Background: an optimization exercise with open tools, aiming at small area. Do not read the settings as production practice. Function was checked by simulation only, so behaviour that the tests miss may differ from the original. In this run the design's own scripts or RTL, not TritonCTS, make the clock network. The clock input has no modelled driver; a real chip could not lean on it and would need a root buffer or a full tree. Power figures rest on the tool's default switching activity, not on a simulated workload.

$ cat standard.sh
#!/bin/bash
# synth_recipe.tcl (not shown) runs the flow's synth.tcl, then flattens the netlist and writes it again
# the make line also repeats each setting of config.mk as NAME=value (left out here)
make -C /OpenROAD-flow-scripts/flow DESIGN_CONFIG=/design/flow/config.mk WORK_HOME=/design/flow/orfs CLKGATE_MAP_FILE= SYNTH_SCRIPT=/design/flow/synth_recipe.tcl "${@:-finish}"
$ cat design.v
`timescale 1ns/1ps
module cnn_fa (
    input  logic a,
    input  logic b,
    input  logic c,
    output logic s,
    output logic co
);
    assign s  = a ^ b ^ c;
    assign co = (a & b) | (a & c) | (b & c);
endmodule
module cnn_ha (
    input  logic a,
    input  logic b,
    output logic s,
    output logic co
);
    assign s  = a ^ b;
    assign co = a & b;
endmodule
module cnn_mux4 (
    input  logic [3:0] sel,
    input  logic [3:0] d,
    output logic       y
);
    logic abc_n;
    logic last_n;
    assign abc_n  = ~((sel[0] & d[0]) | (sel[1] & d[1]) | (sel[2] & d[2]));
    assign last_n = ~(sel[3] & d[3]);
    assign y      = ~(abc_n & last_n);
endmodule
`timescale 1ns/1ps
module cnn_accel_top #(
    parameter int NUM_RESULTS = 16
) (
    input  logic       clk,
    input  logic       reset,
    input  logic       start_i,
    input  logic       weight_valid_i,
    input  logic [7:0] weight_data_i,
    input  logic       line_valid_i,
    input  logic [7:0] line_data_i,
    output logic       result_valid_o,
    output logic [7:0] result_data_o,
    output logic       done_o
);
    logic         w_q;           
    logic         l_q;           
    logic [3:0]   elem_cnt_q;    
    logic [1:0]   ph_q;          
    logic [2:0]   rnd_q;         
    logic [127:0] wsr_n_q;       
    logic [7:0]   line_n_q;      
    logic         mac_q;         
    logic [7:0]   lo_q;          
    logic [7:0]   hs_q;          
    logic [7:1]   hc_q;          
    logic [7:0]   hold_lo_q;     
    logic [7:0]   hold_hi_q;     
    logic weight_take;
    logic line_take;
    logic last_elem;
    logic last_line;
    logic split_mac;
    logic rnd0;                  
    logic quiet;
    assign weight_take = w_q && weight_valid_i;
    assign line_take   = l_q && line_valid_i;
    assign last_elem   = (elem_cnt_q == 4'd15);
    assign last_line   = line_take && last_elem;
    assign rnd0        = !rnd_q[2] && !rnd_q[0];
    assign quiet       = rnd_q[2] && !rnd_q[1];
    always_ff @(posedge clk or posedge reset) begin
        if (reset) begin
            w_q <= 1'b0;
            l_q <= 1'b0;
        end else begin
            if (!w_q && !l_q && start_i && !(rnd0 && ph_q == 2'd0)) begin
                w_q <= 1'b1;
            end else if (weight_take && last_elem) begin
                w_q <= 1'b0;
            end
            if (weight_take && last_elem) begin
                l_q <= 1'b1;
            end else if (last_line) begin
                l_q <= 1'b0;
            end
        end
    end
    always_ff @(posedge clk or posedge reset) begin
        if (reset) begin
            elem_cnt_q <= '0;
        end else if (weight_take || line_take) begin
            elem_cnt_q <= elem_cnt_q + 1'b1;
        end
    end
    always_ff @(posedge clk or posedge reset) begin
        if (reset) begin
            rnd_q <= 3'b100;
        end else if (last_line) begin
            rnd_q <= 3'b000;
        end else if (ph_q == 2'd3 && !quiet) begin
            rnd_q <= {rnd_q[1:0], !rnd_q[2]};
        end
    end
    always_ff @(posedge clk) begin
        if (last_line) begin
            ph_q <= 2'd0;
        end else begin
            ph_q <= ph_q + 1'b1;
        end
    end
    always_ff @(posedge clk) begin
        line_n_q <= ~(line_data_i & {8{line_take}});
        mac_q    <= line_take;
    end
    always_ff @(posedge clk) begin
        if (weight_take || mac_q) begin
            wsr_n_q <= {~weight_data_i, wsr_n_q[127:8]};
        end
    end
    logic first_mac;
    assign first_mac = mac_q && (elem_cnt_q[2:0] == 3'd1);
    assign split_mac = first_mac && elem_cnt_q[3];
    logic [7:0] pp [8];          
    logic [7:0] s  [8];          
    logic [7:0] c  [8];          
    logic [7:0] lo_g;            
    logic [7:0] hs_g;
    logic [7:1] hc_g;
    logic [7:0] lo_d;
    logic [7:0] lc;              
    logic [7:0] hs_d;
    logic [7:0] hc_d;            
    logic [7:0] hi;              
    logic [7:0] rc;              
    always_comb begin
        for (int i = 0; i < 8; i++) begin
            for (int j = 0; j < 8; j++) begin
                pp[i][j] = ~(wsr_n_q[j] | line_n_q[i]);
            end
        end
        lo_g = lo_q & {8{!first_mac}};
        hs_g = hs_q & {8{!first_mac}};
        hc_g = hc_q & {7{!first_mac}};
    end
    assign s[0] = pp[0];
    assign c[0] = '0;
    genvar gi, gj;
    generate
        for (gi = 1; gi < 8; gi++) begin : g_row
            for (gj = 0; gj < 8; gj++) begin : g_col
                if (gi == 1 && gj < 7) begin : g_h
                    cnn_ha u_add (.a(pp[gi][gj]), .b(s[gi-1][gj+1]),
                                  .s(s[gi][gj]), .co(c[gi][gj]));
                end else if (gi == 1) begin : g_h8
                    cnn_ha u_add (.a(pp[gi][gj]), .b(hs_g[0]),
                                  .s(s[gi][gj]), .co(c[gi][gj]));
                end else if (gj < 7) begin : g_f
                    cnn_fa u_add (.a(pp[gi][gj]), .b(s[gi-1][gj+1]), .c(c[gi-1][gj]),
                                  .s(s[gi][gj]), .co(c[gi][gj]));
                end else begin : g_fl
                    cnn_fa u_add (.a(pp[gi][gj]), .b(c[gi-1][gj]), .c(hs_g[gi-1]),
                                  .s(s[gi][gj]), .co(c[gi][gj]));
                end
            end
        end
        cnn_ha u_hs0 (.a(s[7][1]), .b(c[7][0]), .s(hs_d[0]), .co(hc_d[1]));
        for (gj = 1; gj < 7; gj++) begin : g_hs
            cnn_fa u_add (.a(s[7][gj+1]), .b(c[7][gj]), .c(hc_g[gj]),
                          .s(hs_d[gj]), .co(hc_d[gj+1]));
        end
        assign hs_d[7] = c[7][7] ^ hc_g[7] ^ hs_g[7];
        assign hc_d[0] = 1'b0;
        cnn_ha u_lo0 (.a(lo_g[0]), .b(s[0][0]), .s(lo_d[0]), .co(lc[0]));
        for (gj = 1; gj < 7; gj++) begin : g_lo
            cnn_fa u_add (.a(lo_g[gj]), .b(s[gj][0]), .c(lc[gj-1]),
                          .s(lo_d[gj]), .co(lc[gj]));
        end
        assign lo_d[7] = lo_g[7] ^ s[7][0] ^ lc[6];
        assign lc[7]   = 1'b0;
        assign hi[0] = hs_q[0];
        assign rc[0] = 1'b0;
        cnn_ha u_hi1 (.a(hs_q[1]), .b(hc_q[1]), .s(hi[1]), .co(rc[1]));
        for (gj = 2; gj < 7; gj++) begin : g_hi
            cnn_fa u_add (.a(hs_q[gj]), .b(hc_q[gj]), .c(rc[gj-1]),
                          .s(hi[gj]), .co(rc[gj]));
        end
        assign hi[7] = hs_q[7] ^ hc_q[7] ^ rc[6];
        assign rc[7] = 1'b0;
    endgenerate
    always_ff @(posedge clk) begin
        lo_q <= lo_d;
        hs_q <= hs_d;
        hc_q <= hc_d[7:1];
    end
    always_ff @(posedge clk) begin
        if (split_mac) begin
            hold_lo_q <= lo_q;
            hold_hi_q <= hi;
        end
    end
    assign done_o         = rnd0 && ph_q == 2'd3;
    assign result_valid_o = rnd_q[0] || rnd_q[1];
    logic [3:0] osel;
    assign osel = {ph_q == 2'd3, ph_q == 2'd2, ph_q == 2'd1, ph_q == 2'd0};
    generate
        for (gj = 0; gj < 8; gj++) begin : g_out
            cnn_mux4 u_mux (.sel(osel), .d({hi[gj], hold_hi_q[gj], lo_q[gj], hold_lo_q[gj]}),
                            .y(result_data_o[gj]));
        end
    endgenerate
endmodule
$ cat flow/run.sh
#!/bin/bash
# Layout flow: the standard ORFS flow (standard.sh, synthesis unchanged) with
#  - port buffers of the smallest buffer cell,
#  - its own clock tree (flow/own_cts.tcl): the clock port drives one root buffer that
#    drives one leaf buffer per cluster of about 16 flip-flops.
# The full make output goes to flow_make.log in the work folder; ORFS keeps each
# tool's own log under orfs/logs/.
set -euo pipefail
export BUFFER_PORTS_ARGS="-buffer_cell sky130_fd_sc_hd__buf_1"
export PRE_CTS_TCL="$PWD/flow/cts_pre.tcl"
bash standard.sh > flow_make.log 2>&1
$ cat flow/own_cts.tcl
# Clock tree: the clock port drives one root buffer, which drives one leaf buffer per
# cluster of flip-flops; the clusters come from k-means on the flip-flops' positions.
proc my_own_cts { nleaf leaf_cell root_cell } {
  set db [ord::get_db]
  set block [ord::get_db_block]
  set clknet [$block findNet clk]
  set sinks {}
  foreach it [$clknet getITerms] {
    if { [$it isInputSignal] } { lappend sinks $it }
  }
  set n [llength $sinks]
  set xs {}; set ys {}
  foreach it $sinks {
    set bb [[$it getInst] getBBox]
    lappend xs [expr { ([$bb xMin] + [$bb xMax]) / 2.0 }]
    lappend ys [expr { ([$bb yMin] + [$bb yMax]) / 2.0 }]
  }
  # k-means, seeded along the sorted x then y order
  set order [lsort -integer -indices [lmap x $xs y $ys { expr { int($x + 1000 * $y) } }]]
  set cx {}; set cy {}
  for { set k 0 } { $k < $nleaf } { incr k } {
    set i [lindex $order [expr { int(($k + 0.5) * $n / $nleaf) }]]
    lappend cx [lindex $xs $i]; lappend cy [lindex $ys $i]
  }
  set cap [expr { int(ceil(double($n) / $nleaf)) + 2 }]
  for { set iter 0 } { $iter < 40 } { incr iter } {
    # assignment with a size cap: points in order of their best distance
    set cnt [lrepeat $nleaf 0]
    set asg [lrepeat $n -1]
    set pairs {}
    for { set i 0 } { $i < $n } { incr i } {
      set x [lindex $xs $i]; set y [lindex $ys $i]
      for { set k 0 } { $k < $nleaf } { incr k } {
        set d [expr { abs($x - [lindex $cx $k]) + abs($y - [lindex $cy $k]) }]
        lappend pairs [list $d $i $k]
      }
    }
    foreach p [lsort -real -index 0 $pairs] {
      lassign $p d i k
      if { [lindex $asg $i] >= 0 || [lindex $cnt $k] >= $cap } { continue }
      lset asg $i $k
      lset cnt $k [expr { [lindex $cnt $k] + 1 }]
    }
    set sx [lrepeat $nleaf 0.0]; set sy [lrepeat $nleaf 0.0]
    for { set i 0 } { $i < $n } { incr i } {
      set k [lindex $asg $i]
      lset sx $k [expr { [lindex $sx $k] + [lindex $xs $i] }]
      lset sy $k [expr { [lindex $sy $k] + [lindex $ys $i] }]
    }
    for { set k 0 } { $k < $nleaf } { incr k } {
      if { [lindex $cnt $k] > 0 } {
        lset cx $k [expr { [lindex $sx $k] / [lindex $cnt $k] }]
        lset cy $k [expr { [lindex $sy $k] / [lindex $cnt $k] }]
      }
    }
  }
  set leafm [$db findMaster $leaf_cell]
  set rootm [$db findMaster $root_cell]
  set rootnet [odb::dbNet_create $block clknet_root]
  $rootnet setSigType CLOCK
  set mx 0.0; set my 0.0
  for { set k 0 } { $k < $nleaf } { incr k } {
    set mx [expr { $mx + [lindex $cx $k] / $nleaf }]
    set my [expr { $my + [lindex $cy $k] / $nleaf }]
  }
  set root [odb::dbInst_create $block $rootm clkbuf_root]
  $root setLocation [expr { int($mx) }] [expr { int($my) }]
  $root setPlacementStatus PLACED
  set nets {}
  for { set k 0 } { $k < $nleaf } { incr k } {
    set net [odb::dbNet_create $block clknet_leaf_$k]
    $net setSigType CLOCK
    lappend nets $net
    set b [odb::dbInst_create $block $leafm clkbuf_leaf_$k]
    $b setLocation [expr { int([lindex $cx $k]) }] [expr { int([lindex $cy $k]) }]
    $b setPlacementStatus PLACED
    [$b findITerm X] connect $net
    [$b findITerm A] connect $rootnet
  }
  for { set i 0 } { $i < $n } { incr i } {
    set it [lindex $sinks $i]
    $it disconnect
    $it connect [lindex $nets [lindex $asg $i]]
  }
  [$root findITerm A] connect $clknet
  [$root findITerm X] connect $rootnet
  puts "my_own_cts: $n sinks, $nleaf leaves of $leaf_cell, sizes $cnt"
  set_propagated_clock [all_clocks]
}
$ cat constraint.sdc
create_clock -name core_clock -period 5.5 [get_ports {clk}]
set_input_delay 1.1000 -clock core_clock [delete_from_list [all_inputs] [get_ports {clk}]]
set_output_delay 1.1000 -clock core_clock [all_outputs]
set_load 0.01 [all_outputs]
$ cat config.mk
export PLATFORM = sky130hd
export DESIGN_NAME = cnn_accel_top
export DESIGN_NICKNAME = cnn_accel_top
export VERILOG_FILES = /design/flow/design.v
export SDC_FILE = /design/flow/constraint.sdc
export NUM_CORES = 4
export LEC_CHECK = 0
export CAP_MARGIN = 5
export CORE_MARGIN = 2
export CORE_UTILIZATION = 65
export CTS_BUF_LIST = sky130_fd_sc_hd__clkbuf_8
export SLEW_MARGIN = 5
export SYNTH_HIERARCHICAL = 1
$ cat flow/cts_pre.tcl
# Sourced by ORFS's cts.tcl before clock tree synthesis (PRE_CTS_TCL): replaces
# clock_tree_synthesis with the flow's own two-level clock tree (own_cts.tcl).
source [file join [file dirname [info script]] own_cts.tcl]
rename clock_tree_synthesis orfs_clock_tree_synthesis
proc clock_tree_synthesis { args } {
  my_own_cts 12 sky130_fd_sc_hd__clkbuf_8 sky130_fd_sc_hd__clkbuf_4
}
==> results.json <==
{
  "status": "finished clean",
  "worstMarginPinSlew_ns": 0.900,
  "clock_latency_ns": 0.58,
  "portBuffers": 30,
  "max_stage_delay_ns": 0.54,
  "slew_viol_final": 0,
  "drcViolationCount": 0,
  "seq_area_frac_synth": 0.680,
  "grt_pass1_wl_mm": 17.1,
  "worstReg2RegEnd": "hs_q[1]",
  "max_cap_viol_count": 0,
  "grt_usage": 0.167,
  "skew_ns": 0.0280,
  "cp-startpoint": "elem_cnt_q[1]",
  "finalCritPeriodShare": 0.889,
  "reg2reg_slack_ns": 0.61,
  "drt-wirelength-per-cell_um": 16.4,
  "synth_nets": 562,
  "power.density_nw_per_um2": 521,
  "path_depth": 12,
  "synth_edf_count": 144,
  "end_kind": "flop",
  "n_fill_cell": 730,
  "final_common_cell": "edfxtp_1",
  "worst-setup-path-type": "flop to flop",
  "grt_setup_unrepaired": "false",
  "hp-class": "flop to flop",
  "async_reset_ff_frac": 0.0481,
  "die_width_um": 113,
  "crit_family": "adder cells",
  "ys_ff_latch": 187,
  "syn_area_sq_um": 7690,
  "wirelength_mm": 10.3,
  "area_delta_synth_final_pct": 5.32,
  "report.final.setup_viol": 0,
  "gp_congestion": 0.803,
  "core_area_sq_um": 11500,
  "drive_gt1_frac": 0.0453,
  "clk_pin_slew_ns": 0.10,
  "dr.pass1.iters": 6,
  "worst_slew_margin_rel": 0.400,
  "ctsHoldBuffers": 0,
  "finalNonFillerCells": 630,
  "antenna_found_initial": 0,
  "rows": 39,
  "place_inst": 616,
  "path_max_fanout": 23,
  "syn_inst": 459,
  "worstPathArrival_ns": 5.42,
  "dpl_cell_area_sq_um": 7920,
  "worstPathRequired_ns": 6.03,
  "crit_buf_inv": 1,
  "fmax_mhz": 204,
  "whs_path_depth": 0,
  "ir_worst_vdd_mv": 0.379,
  "drt_iter0_markers": 219,
  "post_cts_buffers": 0,
  "postSynthAreaPerCell_sq_um": 16.8,
  "cp-start-kind": "flop",
  "regToRegStartpoint": "elem_cnt_q[1]",
  "worst_setup_path_endpoint": "hs_q[1]",
  "yosysUniqueCellTypes": 27,
  "fin_setup_tns_ns": 0,
  "dp_hpwl_mm": 7.42,
  "finalHoldViolations": 0,
  "most-common-layout-cells": "144 x edfxtp_1, 71 x nor2_1, 65 x fa_1",
  "min_period_ns": 4.89,
  "grt_pass1_vias": 3484,
  "overflow": 0,
  "path_common_cell": "fa_1",
  "initial_core_util": 0.670,
  "finish.utilization": 0.706,
  "ant_nets": 0,
  "crit_path_top_delay_cell": "fa_1",
  "die_area_sq_um": 12700,
  "cp_cell_sequence": "inv_1, ha_1, nand3b_4, and2_1, ha_1, fa_1, fa_1, fa_1, fa_1, fa_1, fa_1, fa_1",
  "fin_area_sq_um": 8100,
  "via_count": 3455,
  "die_h_um": 113,
  "cts.repair.resized": 0,
  "p_leak_uw": 0.00321,
  "nets": 591,
  "r2r_cells": 12,
  "ys.flop_type": "edfxtp_1",
  "io-pin-count": 31,
  "grt_start_max_net_pins": 72,
  "ys_warn_count": 13,
  "viasPerCell": 5.48
}
[sequential cells by signal, summed over array words and instances (netlist names)]
register and flops:
wsr_n_q 128, hold_hi_q 8, hold_lo_q 8, hs_q 8, line_n_q 8, lo_q 8
hc_q 7, elem_cnt_q 4, rnd_q 3, ph_q 2, l_q 1, mac_q 1
w_q 1
[cell usage after synthesis, drive strengths merged (2+ instances only)]
master	number	area share
a21oi	4	0.0026
inv	14	0.0068
clkbuf	16	0.0078
nand2b	3	0.0024
and2	20	0.016
buf	2	0.0029
a22oi	16	0.016
nand2	22	0.011
ha	17	0.028
o21ai	3	0.0020
xor2	4	0.0046
edfxtp	144	0.56
fa	65	0.17
dfxtp	34	0.089
nor2	73	0.036
nor2b	2	0.0016
dfrtp	8	0.026
xnor2	4	0.0046
[per-module statistics from Yosys, one instance, submodules excluded]
module | flip-flops and latches | cells | copies in the design
cnn_mux4 | 0 | 3 | 8
cnn_accel_top | 187 | 359 | 1
cnn_ha | 0 | 1 | 11
cnn_fa | 0 | 1 | 65
[stage by stage]
stage / total power (uW) / hold WS, ns / worst slack, ns
final: 4220 / 0.414 / 0.609
after global routing: 4550 / 0.413 / 0.415
after CTS: 4290 / 0.390 / 0.579
after detailed placement: 3720 / 0.405 / 0.588
after global placement: 3640 / 0.400 / 0.697
after floorplan: 3390 / 0.400 / 0.801
[metal layers]
metal  global-route usage  routed length, um  vias to the layer above
met5                    0                  0                        -
met1                0.262               4840                     1759
met4               0.0358                277                        0
li1                     -                  -                     1613
met3               0.0187                405                       26
met2                0.262               4800                       57
[logic make-up (layout without fill, tap and decap cells)]
| family | Yosys count | in the layout | synth area share |
|---|---|---|---|
| AO/OA/AOI/OAI | 25 | 25 | 0.0236 |
| XOR/XNOR | 8 | 8 | 0.00911 |
| adder cells (fa/ha/maj) | 82 | 82 | 0.197 |
| buffers and inverters | 33 | 60 | 0.0181 |
| flip-flops | 187 | 187 | 0.680 |
| other | 0 | 1 | 0 |
| AND/OR/NAND/NOR | 124 | 124 | 0.0719 |
[where the power goes]
group / internal (uW) / total, uW / switching (uW)
logic: 468 / 1110 / 642
clock network: 201 / 570 / 370
registers: 2250 / 2540 / 287
total: 2920 / 4220 / 1300
[worst min path at each step]
stage                     start          end  slack [ns]
floorplan            wsr_n_q[8]   wsr_n_q[0]        0.40
global placement    wsr_n_q[40]  wsr_n_q[32]        0.40
detailed placement  wsr_n_q[44]  wsr_n_q[36]        0.40
CTS                       reset          w_q        0.39
global route              reset     rnd_q[0]        0.41
finish              wsr_n_q[46]  wsr_n_q[38]        0.41
[cell type report]
type,count,area (sq um),share of cell area
diodes,1,2.50,0.000309
well taps,143,179,0.0221
flip-flops and latches,187,5230,0.646
inverters,15,56.3,0.00695
repair buffers,32,128,0.0158
multi-input cells,239,2330,0.288
plain buffers,13,173,0.0213

==> afterwards: timing with drivers on the ports <==
How much do the figures lean on ideal ports? The routed layout below was timed once more, with nothing changed but the port constraints.
Step 1 assumes that a clkbuf_16 drives the clock port and a buf_2 every other input.
Step 2 adds t to the input delays and takes it off the output delays; t is the mean of the earliest and latest rising clock arrival at the registers after step 1. Input paths then give back, and output paths get back, about the clock's delay inside the block.
a / b / c = no drivers / after step 1 / after step 2; a / b = the first two.
t, ns: 0.596
slack for setup (ns): 0.609 / 0.609 / 0.609
hold slack, ns: 0.414 / 0.414 / 0.414
After both steps this run still meets setup and hold. The setup slack of this run moves by 0.000 ns with the drivers and by 0.000 ns with both steps.
